This is an optimization exercise on Yosys and OpenROAD, whose aim is small area and a short achievable clock period, not a production implementation. Function was checked by simulation only, so behaviour that the tests miss may differ from the original. Power and IR drop assume default switching activity.

===== flow/config.mk =====
export PLATFORM = sky130hd
export DESIGN_NAME = token_nesting_depth_tracker
export DESIGN_NICKNAME = token_nesting_depth_tracker
export VERILOG_FILES = /design/flow/design.v
export SDC_FILE = /design/flow/constraint.sdc
export NUM_CORES = 4
export LEC_CHECK = 0
export CAP_MARGIN = 20
export CORE_MARGIN = 2
export CORE_UTILIZATION = 40
export SETUP_SLACK_MARGIN = 1.0
export SLEW_MARGIN = 20

===== flow/constraint.sdc =====
create_clock -name core_clock -period 4.4 [get_ports {clk}]
set_input_delay 0.8800 -clock core_clock [delete_from_list [all_inputs] [get_ports {clk}]]
set_output_delay 0.8800 -clock core_clock [all_outputs]
set_load 0.01 [all_outputs]

===== flow/design.v =====
`default_nettype none
package tkd_pkg;
    localparam int unsigned TKD_STACK_DEPTH = 64;
    localparam int unsigned KIND_W  = 4;
    localparam int unsigned DEPTH_W = 8;
    localparam int unsigned LEVEL_W = 9;
    localparam logic [DEPTH_W-1:0] DEPTH_MAX = 8'hFF;
    localparam logic [KIND_W-1:0] K_OTHER  = 4'd0;
    localparam logic [KIND_W-1:0] K_LBRACE = 4'd1;
    localparam logic [KIND_W-1:0] K_RBRACE = 4'd2;
    localparam logic [KIND_W-1:0] K_LPAREN = 4'd3;
    localparam logic [KIND_W-1:0] K_LBRK   = 4'd4;
    localparam logic [KIND_W-1:0] K_LBRK2  = 4'd5;
    localparam logic [KIND_W-1:0] K_RPAREN = 4'd6;
    localparam logic [KIND_W-1:0] K_RBRK   = 4'd7;
    localparam logic [KIND_W-1:0] K_RBRK2  = 4'd8;
    localparam logic [KIND_W-1:0] K_ELSE   = 4'd9;
    localparam logic [KIND_W-1:0] K_REPEAT = 4'd10;
    localparam logic [KIND_W-1:0] K_IF     = 4'd11;
    localparam logic [KIND_W-1:0] K_FOR    = 4'd12;
    localparam logic [KIND_W-1:0] K_WHILE  = 4'd13;
    typedef struct packed {
        logic take;    
        logic clear;   
        logic push;
        logic pop;
    } tkd_stk_cmd_t;
    typedef struct packed {
        logic empty;   
        logic full;    
        logic over;    
    } tkd_stk_stat_t;
endpackage
`default_nettype wire
`default_nettype none
module tkd_cell #(
    parameter int unsigned DATA_W = 8
) (
    input  wire logic              clk,
    input  wire logic              shift_dn,
    input  wire logic              shift_up,
    input  wire logic [DATA_W-1:0] prev_data,
    input  wire logic [DATA_W-1:0] next_data,
    output logic      [DATA_W-1:0] data
);
    logic [DATA_W-1:0] data_reg;
    logic [DATA_W-1:0] data_next;
    always_comb
    begin
        data_next = data_reg;
        if (shift_dn)
        begin
            data_next = prev_data;
        end
        else if (shift_up)
        begin
            data_next = next_data;
        end
    end
    always_ff @(posedge clk)
    begin
        data_reg <= data_next;
    end
    assign data = data_reg;
endmodule
`default_nettype wire
`default_nettype none
module tkd_stack
#(
    parameter int unsigned STACK_DEPTH = tkd_pkg::TKD_STACK_DEPTH,
    parameter int unsigned DATA_W      = 8
) (
    input  wire logic              clk,
    input  wire logic              rst_n,
    input  wire tkd_pkg::tkd_stk_cmd_t      cmd,
    input  wire logic [DATA_W-1:0] wdata,
    output tkd_pkg::tkd_stk_stat_t          stat,
    output logic      [DATA_W-1:0] top
);
    localparam int unsigned PTR_W = $clog2(2 * STACK_DEPTH);
    localparam logic [PTR_W-1:0] PtrDepth = PTR_W'(STACK_DEPTH);
    localparam logic [PTR_W-1:0] PtrCap   = PTR_W'(2 * STACK_DEPTH - 1);
    logic [PTR_W-1:0]  ptr_reg;
    logic [PTR_W-1:0]  ptr_next;
    logic [PTR_W-1:0]  ptr_eff;
    logic              shift_dn;
    logic              shift_up;
    logic [DATA_W-1:0] cell_q [STACK_DEPTH];
    assign ptr_eff    = cmd.clear ? '0 : ptr_reg;
    assign stat.empty = (ptr_eff == '0);
    assign stat.full  = (ptr_eff >= PtrDepth);
    assign stat.over  = (ptr_eff > PtrDepth);
    assign shift_dn = cmd.take && cmd.push && !stat.full;
    assign shift_up = cmd.take && cmd.pop && !stat.empty && !stat.over;
    always_comb
    begin
        ptr_next = ptr_reg;
        if (cmd.take)
        begin
            ptr_next = ptr_eff;
            if (cmd.push && (ptr_eff != PtrCap))
            begin
                ptr_next = ptr_eff + 1'b1;
            end
            else if (cmd.pop && !stat.empty)
            begin
                ptr_next = ptr_eff - 1'b1;
            end
        end
    end
    always_ff @(posedge clk or negedge rst_n)
    begin
        if (!rst_n)
        begin
            ptr_reg <= '0;
        end
        else
        begin
            ptr_reg <= ptr_next;
        end
    end
    for (genvar i = 0; i < STACK_DEPTH; i++)
    begin : g_cell
        logic [DATA_W-1:0] from_prev;
        logic [DATA_W-1:0] from_next;
        if (i == 0)
        begin : g_first
            assign from_prev = wdata;
        end
        else
        begin : g_mid
            assign from_prev = cell_q[i-1];
        end
        if (i == STACK_DEPTH - 1)
        begin : g_last
            assign from_next = cell_q[i];
        end
        else
        begin : g_inner
            assign from_next = cell_q[i+1];
        end
        tkd_cell #(
            .DATA_W (DATA_W)
        ) u_cell (
            .clk       (clk),
            .shift_dn  (shift_dn),
            .shift_up  (shift_up),
            .prev_data (from_prev),
            .next_data (from_next),
            .data      (cell_q[i])
        );
    end
    assign top = cell_q[0];
endmodule
`default_nettype wire
`default_nettype none
module token_nesting_depth_tracker
#(
    parameter int unsigned STACK_DEPTH = tkd_pkg::TKD_STACK_DEPTH
) (
    input  wire logic               clk,
    input  wire logic               rst_n,
    input  wire logic               in_valid,
    output logic                    in_stall,
    input  wire logic [tkd_pkg::KIND_W-1:0]  token_kind,
    input  wire logic               start_of_list,
    output logic                    out_valid,
    input  wire logic               out_stall,
    output logic      [tkd_pkg::DEPTH_W-1:0] curly_depth,
    output logic      [tkd_pkg::DEPTH_W-1:0] bracket_depth,
    output logic      [tkd_pkg::DEPTH_W-1:0] enclosing_base,
    output logic      [tkd_pkg::LEVEL_W-1:0] nest_level,
    output logic                    stack_overflow
);
    logic               accept;
    logic [tkd_pkg::DEPTH_W-1:0] brace_reg, brace_next, brace_eff;
    logic [tkd_pkg::DEPTH_W-1:0] bracket_reg, bracket_next, bracket_eff;
    logic [tkd_pkg::KIND_W-1:0]  prev_reg, prev_next, prev_eff;
    logic               lcc_reg, lcc_next, lcc_eff;
    logic [tkd_pkg::DEPTH_W-1:0] base;
    logic [tkd_pkg::DEPTH_W-1:0] over_base;
    logic [tkd_pkg::LEVEL_W-1:0] level;
    logic               ctrl_brace;
    logic               ctrl_paren;
    logic               ovf;
    logic [1:0]         brk_up;
    logic [1:0]         brk_dn;
    logic [tkd_pkg::DEPTH_W:0]   brk_sum;
    tkd_pkg::tkd_stk_cmd_t       base_cmd;
    tkd_pkg::tkd_stk_stat_t      base_stat;
    logic [tkd_pkg::DEPTH_W-1:0] base_top;
    logic [tkd_pkg::DEPTH_W-1:0] base_wdata;
    tkd_pkg::tkd_stk_cmd_t       paren_cmd;
    tkd_pkg::tkd_stk_stat_t      paren_stat;
    logic [0:0]         paren_top;
    logic               out_valid_reg;
    logic [tkd_pkg::DEPTH_W-1:0] brace_out_reg;
    logic [tkd_pkg::DEPTH_W-1:0] bracket_out_reg;
    logic [tkd_pkg::DEPTH_W-1:0] base_out_reg;
    logic [tkd_pkg::LEVEL_W-1:0] level_out_reg;
    logic               ovf_out_reg;
    assign in_stall = out_valid_reg && out_stall;
    assign accept   = in_valid && !in_stall;
    assign brace_eff   = start_of_list ? '0 : brace_reg;
    assign bracket_eff = start_of_list ? '0 : bracket_reg;
    assign prev_eff    = start_of_list ? tkd_pkg::K_OTHER : prev_reg;
    assign lcc_eff     = start_of_list ? 1'b0 : lcc_reg;
    assign base      = base_stat.empty ? '0 : base_top;
    assign over_base = (bracket_eff > base) ? (bracket_eff - base) : '0;
    assign level     = {1'b0, brace_eff} + {1'b0, over_base};
    assign ctrl_brace = (prev_eff == tkd_pkg::K_ELSE) || (prev_eff == tkd_pkg::K_REPEAT) ||
                        ((prev_eff == tkd_pkg::K_RPAREN) && lcc_eff);
    assign ctrl_paren = (prev_eff == tkd_pkg::K_IF) || (prev_eff == tkd_pkg::K_FOR) || (prev_eff == tkd_pkg::K_WHILE);
    assign base_wdata = ctrl_brace ? base : bracket_eff;
    assign base_cmd.take   = accept;
    assign base_cmd.clear  = start_of_list;
    assign base_cmd.push   = (token_kind == tkd_pkg::K_LBRACE);
    assign base_cmd.pop    = (token_kind == tkd_pkg::K_RBRACE);
    assign paren_cmd.take  = accept;
    assign paren_cmd.clear = start_of_list;
    assign paren_cmd.push  = (token_kind == tkd_pkg::K_LPAREN);
    assign paren_cmd.pop   = (token_kind == tkd_pkg::K_RPAREN);
    assign ovf = (base_cmd.push && base_stat.full) || (paren_cmd.push && paren_stat.full);
    tkd_stack #(
        .STACK_DEPTH (STACK_DEPTH),
        .DATA_W      (tkd_pkg::DEPTH_W)
    ) u_base_stack (
        .clk   (clk),
        .rst_n (rst_n),
        .cmd   (base_cmd),
        .wdata (base_wdata),
        .stat  (base_stat),
        .top   (base_top)
    );
    tkd_stack #(
        .STACK_DEPTH (STACK_DEPTH),
        .DATA_W      (1)
    ) u_paren_stack (
        .clk   (clk),
        .rst_n (rst_n),
        .cmd   (paren_cmd),
        .wdata (ctrl_paren),
        .stat  (paren_stat),
        .top   (paren_top)
    );
    always_comb
    begin
        brk_up = 2'd0;
        brk_dn = 2'd0;
        unique case (token_kind)
            tkd_pkg::K_LPAREN, tkd_pkg::K_LBRK: brk_up = 2'd1;
            tkd_pkg::K_LBRK2:          brk_up = 2'd2;
            tkd_pkg::K_RPAREN, tkd_pkg::K_RBRK: brk_dn = 2'd1;
            tkd_pkg::K_RBRK2:          brk_dn = 2'd2;
            default:          brk_up = 2'd0;
        endcase
    end
    assign brk_sum = {1'b0, bracket_eff} + (tkd_pkg::DEPTH_W + 1)'(brk_up);
    always_comb
    begin
        brace_next = brace_eff;
        if (token_kind == tkd_pkg::K_LBRACE)
        begin
            brace_next = (brace_eff == tkd_pkg::DEPTH_MAX) ? tkd_pkg::DEPTH_MAX : brace_eff + 1'b1;
        end
        else if (token_kind == tkd_pkg::K_RBRACE)
        begin
            brace_next = (brace_eff == '0) ? '0 : brace_eff - 1'b1;
        end
        if (brk_dn != 2'd0)
        begin
            bracket_next = (bracket_eff > tkd_pkg::DEPTH_W'(brk_dn)) ?
                           bracket_eff - tkd_pkg::DEPTH_W'(brk_dn) : '0;
        end
        else
        begin
            bracket_next = brk_sum[tkd_pkg::DEPTH_W] ? tkd_pkg::DEPTH_MAX : brk_sum[tkd_pkg::DEPTH_W-1:0];
        end
        lcc_next = lcc_eff;
        if (token_kind == tkd_pkg::K_RPAREN)
        begin
            lcc_next = !paren_stat.empty && !paren_stat.over && paren_top[0];
        end
        prev_next = (token_kind > tkd_pkg::K_WHILE) ? tkd_pkg::K_OTHER : token_kind;
    end
    always_ff @(posedge clk or negedge rst_n)
    begin
        if (!rst_n)
        begin
            brace_reg   <= '0;
            bracket_reg <= '0;
            prev_reg    <= tkd_pkg::K_OTHER;
            lcc_reg     <= 1'b0;
        end
        else if (accept)
        begin
            brace_reg   <= brace_next;
            bracket_reg <= bracket_next;
            prev_reg    <= prev_next;
            lcc_reg     <= lcc_next;
        end
    end
    always_ff @(posedge clk or negedge rst_n)
    begin
        if (!rst_n)
        begin
            out_valid_reg <= 1'b0;
        end
        else if (accept)
        begin
            out_valid_reg <= 1'b1;
        end
        else if (!out_stall)
        begin
            out_valid_reg <= 1'b0;
        end
    end
    always_ff @(posedge clk)
    begin
        if (accept)
        begin
            brace_out_reg   <= brace_eff;
            bracket_out_reg <= bracket_eff;
            base_out_reg    <= base;
            level_out_reg   <= level;
            ovf_out_reg     <= ovf;
        end
    end
    assign out_valid      = out_valid_reg;
    assign curly_depth    = brace_out_reg;
    assign bracket_depth  = bracket_out_reg;
    assign enclosing_base = base_out_reg;
    assign nest_level     = level_out_reg;
    assign stack_overflow = ovf_out_reg;
endmodule
`default_nettype wire

===== flow/run.sh =====
#!/bin/bash
# synth_recipe.tcl (not shown) runs the flow's synth.tcl, then flattens the netlist and writes it again
# the make line also repeats each setting of config.mk as NAME=value (left out here)
make -C /OpenROAD-flow-scripts/flow DESIGN_CONFIG=/design/flow/config.mk WORK_HOME=/design/flow/orfs CLKGATE_MAP_FILE= SYNTH_SCRIPT=/design/flow/synth_recipe.tcl finish

==> run summary <==
==> repair_timing <==
| action | CTS | global route |
|---|---|---|
| pin swaps | 15 | 7 |
| setup endpoints to repair | 9 | 11 |
| resized for setup | 20 | 11 |
| buffers inserted | 9 | 0 |
==> logic make-up after synthesis <==
group                    synth area share
AND/OR/NAND/NOR                    0.2563
flip-flops                         0.6512
buffers and inverters             0.02887
AO/OA/AOI/OAI                     0.04087
adder cells (fa/ha/maj)           0.01416
XOR/XNOR                         0.003858
multiplexers                     0.004749
==> through the flow <==
stage / utilization / power (mW) / hold slack, ns / instances
after global routing: 0.4643 / 14.15 / 0.4742 / 4065
after CTS: 0.4636 / 13.77 / 0.4355 / 4065
after floorplan: - / 7.776 / 0.4262 / 2997
final: 0.4643 / 13.58 / 0.4461 / 4065
after global placement: 0.4324 / 8.093 / 0.4361 / 3934
after detailed placement: 0.4324 / 8.114 / 0.4354 / 3934
==> final cells by class <==
type,instances,area (um^2)
clock inverters,30,259.0
inverters,39,166.4
flip-flops and latches,646,19220
repair buffers,150,1514
clock buffers,92,1856
well taps,959,1200
multi-input cells,2149,9659
fillers,6649,39090
==> final timing paths <==
path	depth (start not counted)	end	start	slack (ns)
setup / recovery	17	level_out_reg[6]	u_base_stack.ptr_reg[4]	0.44
max in group asynchronous	1	bracket_reg[4]	rst_n	3.32
min in group core_clock	0	u_base_stack.g_cell[63].u_cell.data_reg[0]	u_base_stack.g_cell[62].u_cell.data_reg[0]	0.45
hold / removal	1	brace_reg[2]	rst_n	0.45
setup reg to reg	17	level_out_reg[6]	u_base_stack.ptr_reg[4]	0.44
hold reg to reg	0	u_base_stack.g_cell[63].u_cell.data_reg[0]	u_base_stack.g_cell[62].u_cell.data_reg[0]	0.45
==> critical path: stages (launching register included) <==
cell and delay (ns):
dfrtp_1 0.37, or4_4 0.55, a211o_4 0.40, and2_4 0.17, ha_4 0.16, fa_2 0.36
nor2b_4 0.15, o31ai_4 0.08, a21oi_4 0.22, o21ai_2 0.09, a21oi_2 0.16, ha_2 0.20
fa_2 0.20, a21o_1 0.13, a21oi_2 0.06, nor2b_2 0.15, o31ai_2 0.08, a21boi_2 0.15
==> power breakdown <==
part / switching (mW) / internal (mW) / total (mW)
Combinational: 0.595 / 0.456 / 1.05
Clock: 2.34 / 3.20 / 5.55
Sequential: 0.118 / 6.87 / 6.99
==> routing by layer <==
metal  up-vias  wire length, um
li1      10083                -
met1      9773            26320
met2       361            26480
met3        93             2120
met4         0             1351
met5         -                0
==> cell usage in the layout, fill, tap and decap left out, types with 22 or more instances in the layout <==
cell	synthesis	routed
nand2_1	1749	1745
edfxtp_1	610	610
buf_4	2	79
clkbuf_16	0	71
o21ai_0	45	42
clkdlybuf4s50_1	0	41
nor2_1	39	36
dfrtp_1	36	36
inv_1	36	34
a21oi_1	37	32
ha_1	27	22
==> flow_summary.yaml <==
clock_tree:
  cts_sinks: 646
  clk_pin_slew_ns: 0.06
  hold_buffers: 0
  h-tree-depth: 3
  cts_root_buf: "clkbuf_16"
  cts_buffer_depth: 3
  clk_latency_ns: 0.61
  numCtsBuffers: 70
  cts_tree: "yes"
route:
  vias_per_cell: 4.996
  wire_per_inst_um: 13.84
  via_count: 20310
  drc: 0
  wl_um: 56270
  first_iter_violations: 1785
  final_antenna_net_count: 0
  firstDrtPassIters: 5
yosys:
  synth_edf_count: 610
  syn_area_per_cell_um2: 9.847
  syn-cell-area_mm2: 0.02951
  yosysUniqueCellTypes: 80
  synth_seq_cells: 646
  synthTopCellsByArea: "edfxtp_1 (62%), nand2_1 (22%), dfrtp_1 (3.1%), clkbuf_1 (1.2%), ha_1 (1.1%)"
  synth.largest_area_cell: "edfxtp_1"
  ys.flop_type: "edfxtp_1"
  synthCells: 2997
  synth.top_cells.by_count: "nand2_1 (1749), edfxtp_1 (610), clkbuf_1 (92), buf_2 (62), o21ai_0 (45)"
  synth_top_area_share: 0.6207
  synthArstFlopShare: 0.05573
  seq_area_frac_synth: 0.6512
  synth.most_common_cell: "nand2_1"
  synth_nets: 3037
  ys.warnings.count: 7
finish:
  finalNetCount: 3096
  diodes: 0
  drive_gt1_frac: 0.08307
  syn_to_final_growth_pct: 14.78
  fin_area_mm2: 0.03387
  largest_reg_flops: 512
pwr:
  total_leakage_power_nw: 13.99
  peakVddDrop_v: 0.0003072
  powerDensity_mw_per_mm2: 401.0
grt:
  top_usage_layer: "met2"
  antenna_found_initial: 0
  grt_overflow: 0
  grtUsageMet1: 0.2037
  grt_util_met2: 0.2385
  gr-usage-met3: 0.02697
  track_usage: 0.1483
  grt_pass1_wl_um: 94500
  grt_pass1_vias: 19563
  grt_max_degree: 135
sta:
  fmax_ghz: 0.2524
  layout_min_cycle_time_ns: 3.961
  rsz0062_at_grt: "yes"
  skew_ns: 0.02024
  hold_viol: 0
  period_share: 0.9003
  setup_viol: 0
  worst_slew_pin_slew_ns: 0.9959
  finalSetupTns_ns: 0
  layout_setup_ws_ns: 0.4387
  drv_slew: 0
  max_slew_margin: 0.3360
run_status:
  status: "complete, no violations"
floorplan:
  die_w_um: 275.6
  core.rowCount: 99
  initial_utilization: 0.4045
  io_pins: 45
  core_mm2: 0.07296
  dieArea_mm2: 0.07597
  die_y_um: 275.6
place:
  placed_cell_area_mm2: 0.03155
  dp_hpwl_um: 33660
  place_ws_ns: -0.3386
  portBuffers: 44
  globalplace.congestion: 0.8036
worst_setup_path:
  path_class: "flop to flop"
  worst_ep_required_time_ns: 4.75
  cp.arrival_ns: 4.31
  crit_path_start_kind: "flop"
  end_kind: "flop"
  crit_fanout: 7
worst_hold_path:
  min-delay-path-class: "input pin to asynchronous set/reset pin"
run:
  cap_viol_max_count: 0

[port drivers added, routing unchanged]
Ports are ideal in the flow. The routed layout listed here was re-timed in OpenROAD.
Step 1 (the two cells are an assumption about what drives the block):
set clk [get_ports {clk}]
set_driving_cell -lib_cell sky130_fd_sc_hd__clkbuf_16 $clk
set_driving_cell -lib_cell sky130_fd_sc_hd__buf_2 [delete_from_list [all_inputs] $clk]
Step 2 moves the port delays by t, midway between the first and last clock arrival at a register: inputs arrive t later, outputs are due t later. That takes back most of the time a late clock gives input paths.
Three values: ideal ports, drivers, drivers and shift; two values: the first two.
t, ns: 0.659
slack for setup (ns): 0.439 / 0.439 / -0.021
worst setup path at the end: input to register
worst slew at a driven data input, ns: 0.04
cell pins on the clock port's net: 1
Met with ideal ports but missed after step 2: setup timing in this run. The setup slack of this run moves by 0.000 ns with the drivers and by -0.460 ns with both steps.
